From an optimization exercise on the open Yosys and OpenROAD flow, aimed at small area, a short achievable clock period and few clock cycles per item; shortcuts taken in it are not production practice.
No functional check of the RTL was part of this run.
Power is estimated from default activity; no workload was simulated.

===== design.v =====
package stfir_pkg;
  localparam int TAPS_DEF       = 8;
  localparam int BLINK_HALF_DEF = 48000;
  localparam int PHASE_W  = 24;
  localparam int STEP_W   = 21;
  localparam int AMP_W    = 15;
  localparam int SAMPLE_W = 16;
  localparam int COEF_W   = 16;
  localparam int CFG_IDX_W = 2;
  localparam int CFG_DATA_W = STEP_W;
  localparam int ACC_W   = 38;
  localparam int LO_W    = 19;
  localparam int HI_W    = ACC_W - LO_W;
  localparam int PLO_W   = LO_W + AMP_W;
  localparam int PHI_W   = HI_W + AMP_W + 1;
  localparam int SUM_W   = PHI_W + LO_W;
  localparam int FRAC_SH = 36;
  localparam int Q_W     = SUM_W - FRAC_SH;
  localparam logic [STEP_W-1:0] STEP_RST = STEP_W'(15729);
  localparam logic [AMP_W-1:0]  AMP_RST  = AMP_W'(16384);
  localparam logic signed [PHASE_W-1:0] PHASE_ONE = PHASE_W'(1048576);
  localparam logic signed [PHASE_W-1:0] PHASE_TWO = PHASE_W'(2097152);
  typedef enum logic [CFG_IDX_W-1:0] {
    CFG_PHASE_STEP = 2'd0,
    CFG_AMPLITUDE  = 2'd1
  } cfg_idx_t;
  typedef enum logic [2:0] {
    ST_IDLE,
    ST_WRITE,
    ST_RUN,
    ST_DRAIN,
    ST_SCALE,
    ST_SUM,
    ST_FIN
  } state_t;
  function automatic logic [COEF_W-1:0] coef_of(input logic [3:0] k);
    logic [COEF_W-1:0] c;
    case (k)
      4'd0, 4'd7: c = COEF_W'(655);
      4'd1, 4'd6: c = COEF_W'(3277);
      4'd2, 4'd5: c = COEF_W'(7864);
      4'd3, 4'd4: c = COEF_W'(20972);
      default:    c = '0;
    endcase
    coef_of = c;
  endfunction
endpackage
module stfir_ram #(
  parameter int DATA_W = 24,
  parameter int DEPTH  = 8
) (
  input  logic                     clk,
  input  logic                     we,
  input  logic [$clog2(DEPTH)-1:0] waddr,
  input  logic [DATA_W-1:0]        wdata,
  input  logic [$clog2(DEPTH)-1:0] raddr,
  output logic [DATA_W-1:0]        rdata
);
  logic [DATA_W-1:0] mem [DEPTH];
  logic [DATA_W-1:0] rdata_r;
  always_ff @(posedge clk) begin
    if (we) begin
      mem[waddr] <= wdata;
    end
    rdata_r <= mem[raddr];
  end
  assign rdata = rdata_r;
endmodule
import stfir_pkg::*;
module sawtooth_tone_fir_generator #(
  parameter int TAPS       = stfir_pkg::TAPS_DEF,
  parameter int BLINK_HALF = stfir_pkg::BLINK_HALF_DEF
) (
  input  logic                                 clk,
  input  logic                                 rst_n,
  input  logic                                 cfg_we,
  input  logic [stfir_pkg::CFG_IDX_W-1:0]      cfg_index,
  input  logic [stfir_pkg::CFG_DATA_W-1:0]     cfg_wdata,
  input  logic                                 in_valid,
  output logic                                 in_stall,
  input  logic                                 in_slot_tick,
  output logic                                 out_valid,
  input  logic                                 out_stall,
  output logic signed [stfir_pkg::SAMPLE_W-1:0] out_sample_out,
  output logic                                 out_led_on
);
  localparam int CNT_W = $clog2(2 * BLINK_HALF);
  localparam logic [CNT_W:0] HALF_C = (CNT_W + 1)'(BLINK_HALF);
  localparam logic [CNT_W:0] FULL_C = (CNT_W + 1)'(2 * BLINK_HALF);
  localparam int PW = 22;
  logic [STEP_W-1:0] step_r;
  logic [AMP_W-1:0]  amp_r;
  logic signed [PW-1:0] ph_r, h2_r, h3_r, h4_r, h5_r, h6_r, h7_r;
  logic [CNT_W-1:0]  slot_cnt_r;
  logic              led_r;
  logic              blk_r;
  logic              upd_r;
  logic signed [SAMPLE_W-1:0] held_r;
  logic              out_valid_r, out_led_r, skid_valid_r, skid_led_r;
  logic signed [SAMPLE_W-1:0] out_sample_r, skid_sample_r;
  logic signed [ACC_W-1:0] s1_acc;
  logic signed [SAMPLE_W-1:0] s2_q;
  logic              in_take, tick, odd_tick, pop;
  logic [CNT_W:0]    cnt_inc;
  logic              led_new;
  logic [CNT_W-1:0]  cnt_new;
  logic signed [PW:0] psum;
  logic signed [PW-1:0] a0;
  logic signed [SAMPLE_W-1:0] smp;
  assign in_stall = skid_valid_r || (blk_r && slot_cnt_r[0]);
  assign in_take  = in_valid && !in_stall;
  assign tick     = in_take && in_slot_tick;
  assign odd_tick = tick && slot_cnt_r[0];
  assign pop      = out_valid_r && !out_stall;
  assign psum = $signed({ph_r[PW-1], ph_r}) + $signed({2'b00, step_r});
  assign a0   = (psum > $signed((PW + 1)'(1048576))) ? PW'(psum - (PW + 1)'(2097152)) : PW'(psum);
  logic signed [ACC_W-1:0] e0, e1, e2, e3;
  assign e0 = ACC_W'($signed(a0))   + ACC_W'($signed(ph_r));
  assign e1 = ACC_W'($signed(h2_r)) + ACC_W'($signed(h7_r));
  assign e2 = ACC_W'($signed(h3_r)) + ACC_W'($signed(h6_r));
  assign e3 = ACC_W'($signed(h4_r)) + ACC_W'($signed(h5_r));
  logic signed [SUM_W-1:0] prod, bias;
  assign bias = s1_acc[ACC_W-1] ? $signed(SUM_W'((64'd1 << FRAC_SH) - 64'd1)) : $signed(SUM_W'(0));
  assign prod = $signed(s1_acc) * $signed({1'b0, amp_r}) + bias;
  always_ff @(posedge clk) begin
    s1_acc <= (e0 <<< 9) + (e0 <<< 7) + (e0 <<< 4) - e0
            + (e1 <<< 12) - (e1 <<< 10) + (e1 <<< 8) - (e1 <<< 6) + (e1 <<< 4) - (e1 <<< 2) + e1
            + (e2 <<< 13) - (e2 <<< 8) - (e2 <<< 6) - (e2 <<< 3)
            + (e3 <<< 14) + (e3 <<< 12) + (e3 <<< 9) - (e3 <<< 4) - (e3 <<< 2);
    s2_q   <= prod[FRAC_SH +: SAMPLE_W];
  end
  assign smp = upd_r ? s2_q : held_r;
  assign cnt_inc = {1'b0, slot_cnt_r} + (CNT_W + 1)'(1);
  always_comb begin
    led_new = led_r;
    cnt_new = cnt_inc[CNT_W-1:0];
    if (cnt_inc == HALF_C) begin
      led_new = 1'b0;
    end else if (cnt_inc >= FULL_C) begin
      led_new = 1'b1;
      cnt_new = '0;
    end
  end
  always_ff @(posedge clk) begin
    if (!rst_n) begin
      step_r       <= STEP_RST;
      amp_r        <= AMP_RST;
      ph_r         <= '0;
      h2_r         <= '0;
      h3_r         <= '0;
      h4_r         <= '0;
      h5_r         <= '0;
      h6_r         <= '0;
      h7_r         <= '0;
      slot_cnt_r   <= '0;
      led_r        <= 1'b0;
      blk_r        <= 1'b0;
      upd_r        <= 1'b0;
      held_r       <= '0;
      out_valid_r  <= 1'b0;
      skid_valid_r <= 1'b0;
    end else begin
      blk_r <= cfg_we;
      upd_r <= odd_tick;
      if (cfg_we && cfg_index == CFG_PHASE_STEP) step_r <= cfg_wdata[STEP_W-1:0];
      if (cfg_we && cfg_index == CFG_AMPLITUDE)  amp_r  <= cfg_wdata[AMP_W-1:0];
      if (upd_r) held_r <= s2_q;
      if (odd_tick) begin
        ph_r <= a0;
        h2_r <= ph_r;
        h3_r <= h2_r;
        h4_r <= h3_r;
        h5_r <= h4_r;
        h6_r <= h5_r;
        h7_r <= h6_r;
      end
      if (tick) begin
        slot_cnt_r <= cnt_new;
        led_r      <= led_new;
      end
      if (skid_valid_r) begin
        if (pop) skid_valid_r <= 1'b0;
      end else if (tick) begin
        if (out_valid_r && !pop) skid_valid_r <= 1'b1;
        else out_valid_r <= 1'b1;
      end else if (pop) begin
        out_valid_r <= 1'b0;
      end
    end
  end
  always_ff @(posedge clk) begin
    if (skid_valid_r) begin
      if (pop) begin
        out_sample_r <= skid_sample_r;
        out_led_r    <= skid_led_r;
      end
    end else if (tick) begin
      if (out_valid_r && !pop) begin
        skid_sample_r <= smp;
        skid_led_r    <= led_new;
      end else begin
        out_sample_r <= smp;
        out_led_r    <= led_new;
      end
    end
  end
  assign out_valid      = out_valid_r;
  assign out_sample_out = out_sample_r;
  assign out_led_on     = out_led_r;
endmodule

===== run.sh =====
#!/bin/bash
# synth_recipe.tcl (not shown) runs the flow's synth.tcl, then flattens the netlist and writes it again
# the make line also repeats each setting of config.mk as NAME=value (left out here)
make -C /OpenROAD-flow-scripts/flow DESIGN_CONFIG=/design/flow/config.mk WORK_HOME=/design/flow/orfs CLKGATE_MAP_FILE= SYNTH_SCRIPT=/design/flow/synth_recipe.tcl finish

===== config.mk =====
export PLATFORM = sky130hd
export DESIGN_NAME = sawtooth_tone_fir_generator
export DESIGN_NICKNAME = sawtooth_tone_fir_generator
export VERILOG_FILES = /design/flow/design.v
export SDC_FILE = /design/flow/constraint.sdc
export NUM_CORES = 4
export LEC_CHECK = 0
export CAP_MARGIN = 20
export CORE_MARGIN = 2
export CORE_UTILIZATION = 40
export SLEW_MARGIN = 20

===== constraint.sdc =====
create_clock -name core_clock -period 8.5 [get_ports {clk}]
set_input_delay 1.7000 -clock core_clock [delete_from_list [all_inputs] [get_ports {clk}]]
set_output_delay 1.7000 -clock core_clock [all_outputs]
set_load 0.01 [all_outputs]

==> metrics.md <==
| Metric | Value |
|---|---|
| Slew margin rel. | `between 30% and 40%` |
| DIE AREA | `~0.12 mm2` |
| Die width | `~350 um` |
| Status | `failed layout checks` |
| Top cell type's share of synthesized area | `a little over two fifths` |
| DR WL/cell | `18.5 um` |
| Final setup vio count | `21` |
| MaxCap Viol Count | `0` |
| Final-stage net count | `roughly 6700` |
| Final min period | `roughly 9400 ps` |
| Row cnt | `around 130` |
| Core Util, Final | `a little under half` |
| Maximum clock rate | `106 MHz` |
| CTS Sinks | `316` |
| Part of the cycle the worst path needs | `111%` |
| CTS tree | `yes` |
| Buf/Inv on CP | `4` |
| Cell variety after synth | `roughly 80` |
| Hold_buf cts | `0` |
| R2r setup slk | `-910 ps` |
| Startpoint of the worst-slack reg-to-reg timing path | `step_r[0]$_SDFFE_PN1P_` |
| Layout cells sized above 1 | `between 10% and 20%` |
| Routed Antenna Nets | `0` |
| Worst Setup EP | `s1_acc[37]$_DFF_P_` |
| RR Endpoint | `s1_acc[37]$_DFF_P_` |
| Cell total after placement | `between 6000 and 7000` |
| GRT overflow | `0` |
| Max VDD drop | `around 0.00076 V` |
| CP endpoint kind | `flop` |
| Least-Margin Pin Slew | `around 1000 ps` |
| CTS max path bufs | `3` |
| DRC Markers | `0` |
| DR iter-0 viols | `between 1500 and 2000` |
| Syn Area/Cell | `just under 10 um2` |
| Dominant synthesized flop cell | `dfxtp_1` |
| Die height | `~350 um` |
| Crit path depth | `35` |
| Top cell family by delay on the critical path | `adder cells` |
| Min-Delay Path Class | `reg -> reg` |
| Commonest non-fill, non-tap cell in the layout | `inv_1` |
| First-pass GRT wire length | `about 200 mm` |
| I/O Buffers | `47` |
| Register area share after synthesis | `between 10% and 20%` |
| CTS Buf Count | `37` |
| Post-DP Area | `around 0.053 mm2` |
| Power per cell area | `363 mW/mm2` |
| Crit. Startpoint | `step_r[0]$_SDFFE_PN1P_` |
| Largest cells by area after synthesis | `fa_1, dfxtp_1, ha_1` |
| Critical Path Max Stage Delay | `roughly 510 ps` |
| Vias/cell | `~5` |
| Arr. time, crit path | `approximately 10000 ps` |
| Clock skew | `between 20 and 30 ps` |
| Synthesized cell area | `between 0.04 and 0.05 mm2` |
| Maximum fanout along the worst path | `4` |
| Largest net degree at the start of global routing | `approximately 160` |
| Critical Path Source Type | `flop` |
| RSZ-0062 raised after global routing | `yes` |
| Layout check faults | `negative setup slack` |
| Static Leakage | `about 27 nW` |
| Crit-path slowest cell | `fa_1` |
| Post-DP HPWL | `around 110 mm` |
| CTS Root Cell | `clkbuf_16` |
| Top Ports | `48` |
| Crit Path Category | `reg -> reg` |
| Required @ worst endpoint | `8980 ps` |
| Core area | `between 0.1 and 0.15 mm2` |
| WL final | `between 100 and 150 mm` |
| Via count | `approximately 34000` |
| H-tree Lvls | `2` |
| Antenna violations before repair | `0` |
| P&R area growth vs syn | `17.2%` |
| Synth area leader | `fa_1` |
| Vias in the first global route | `approximately 37000` |
| Synth warn | `1` |
| GPL Wtd Cong | `around 0.93` |
| Most used cell, CP | `fa_1` |
| Starting Density | `40.3%` |
| Hold Path Depth | `2` |
| Total GRT Usage | `roughly 22%` |
| Max Slew Vio Count | `0` |
| First-pass DRT Iterations | `6` |
| Post-synth EDFFs | `34` |
| Commonest cells after routing, fill and taps aside | `inv_1, fa_1, buf_4, nand2_1, ha_1` |
| Syn Inst Count | `approximately 4900` |
| Final Cell Area | `0.0556 mm2` |
| Syn_nets | `around 6300` |
| Post-synth ARST share | `0%` |
| Worst-Skew Late Latency | `590 ps` |
| Clk slew on worst S/H paths | `roughly 70 ps` |
| R2r worst-path depth | `35` |
| Yosys reg bits | `around 320` |
| Final worst slack | `-911 ps` |
| Endpoints failing hold | `0` |
| Post-Layout Cell Count | `just under 7000` |
[area by class of cell]
type,count,area [um2]
antenna,2,5.00
clock buffer,47,1030
clock inverter,20,317
fill,11196,62300
inverter,1180,4430
multi-input combinational,3222,36600
sequential,316,6680
tap,1536,1920
timing repair buffer,597,4680
[stage by stage]
| step | TNS [ps] | power, W | hold WS (ps) | setup WS, ps |
|---|---|---|---|---|
| after global routing | -18240 | 0.0224 | 507 | -1270 |
| after global placement | -13790 | 0.0166 | 461 | -1050 |
| after floorplan | -4660 | 0.0116 | 447 | -720 |
| final | -10800 | 0.0202 | 472 | -911 |
| after CTS | -11130 | 0.0198 | 478 | -1010 |
| after detailed placement | -17480 | 0.0168 | 468 | -1210 |
[power breakdown]
group | internal, W | switching [W] | leakage [nW] | total [W]
Clock | 0.00108 | 0.000714 | 0.659 | 0.00180
Combinational | 0.00779 | 0.00831 | 23.9 | 0.0161
Sequential | 0.00180 | 0.000499 | 2.65 | 0.00230
Total | 0.0107 | 0.00952 | 27.2 | 0.0202
[how the worst min path moves through the flow]
stage / start / to / slack, ps
final: step_r[9]$_SDFFE_PN0P_ / step_r[9]$_SDFFE_PN0P_ / 470
after floorplan: step_r[4]$_SDFFE_PN1P_ / step_r[4]$_SDFFE_PN1P_ / 450
after global placement: step_r[7]$_SDFFE_PN0P_ / step_r[7]$_SDFFE_PN0P_ / 460
after detailed placement: step_r[9]$_SDFFE_PN0P_ / step_r[9]$_SDFFE_PN0P_ / 470
after global routing: step_r[3]$_SDFFE_PN0P_ / step_r[3]$_SDFFE_PN0P_ / 510
after CTS: step_r[9]$_SDFFE_PN0P_ / step_r[9]$_SDFFE_PN0P_ / 480
[synth_stat cells, types with 37 or more instances]
cell and instances:
fa_1 996, and2_1 246, a21oi_1 123, a21o_1 61, xnor2_1 121, xor2_1 57, o21ai_0 75, inv_1 1179
clkbuf_1 150, ha_1 354, nor2_1 79, nand3_1 37, a22o_1 148, dfxtp_1 282, nand2_1 507
[routing by layer]
metal	share of wire, %	routed length, um	global-route usage, %	vias up
met5	0	0	0	-
met4	3.8	4850	6.90	0
met3	5.4	6970	3.73	176
met2	46	58800	34.8	788
met1	45	57300	29.6	17521
li1	-	-	-	15897
[worst register-to-register path: cells and delay by family (launching register included)]
family | cells | cell delay (ps)
xor+xnor | 2 | 280
simple gates | 6 | 1700
fa+ha+maj | 11 | 4450
flops | 1 | 350
compound gates | 12 | 2280
buf+inv | 4 | 280
[state kept, by name, indices dropped and copies added (netlist names), 17 cells and up]
signal,count
step_r,21
h6_r,22
h4_r,22
h5_r,22
s1_acc,38
ph_r,22
h7_r,22
h3_r,22
slot_cnt_r,17
h2_r,22
[timing repair]
action | in CTS | in global routing
setup buffers | 29 | 5
setup endpoints to repair | 22 | 22
gates resized for setup | 107 | 31
pin swaps | 104 | 47
[kinds of logic after synthesis]
logic type / Yosys count / share of synthesized area [%]
compound gates: 618 / 9.33
xor+xnor: 178 / 3.28
fa+ha+maj: 1350 / 51.3
buf+inv: 1344 / 10.6
flops: 316 / 14.0
mux: 34 / 0.804
simple gates: 1042 / 10.6

-- what the ideal ports hide --
The flow's constraints put no driver on any port. The routed layout listed below was extracted and timed again, unchanged, in two steps. Step 1: set_driving_cell puts a clkbuf_16 on clk and a buf_2 on each other input, an assumption about the parent block. Step 2, shift: input delay + t, output delay - t, t = (earliest + latest rising clock arrival at the registers) / 2. This alone moves slack from input paths to output paths. Slacks: ideal / step 1 / step 2; pairs: ideal / step 1.
t, ns: 0.640
setup slack, ns: -0.911 / -0.911 / -0.911
worst setup path at the end: register to register
For this run, drivers alone change the setup slack by 0.000 ns; drivers and shift together by 0.000 ns.
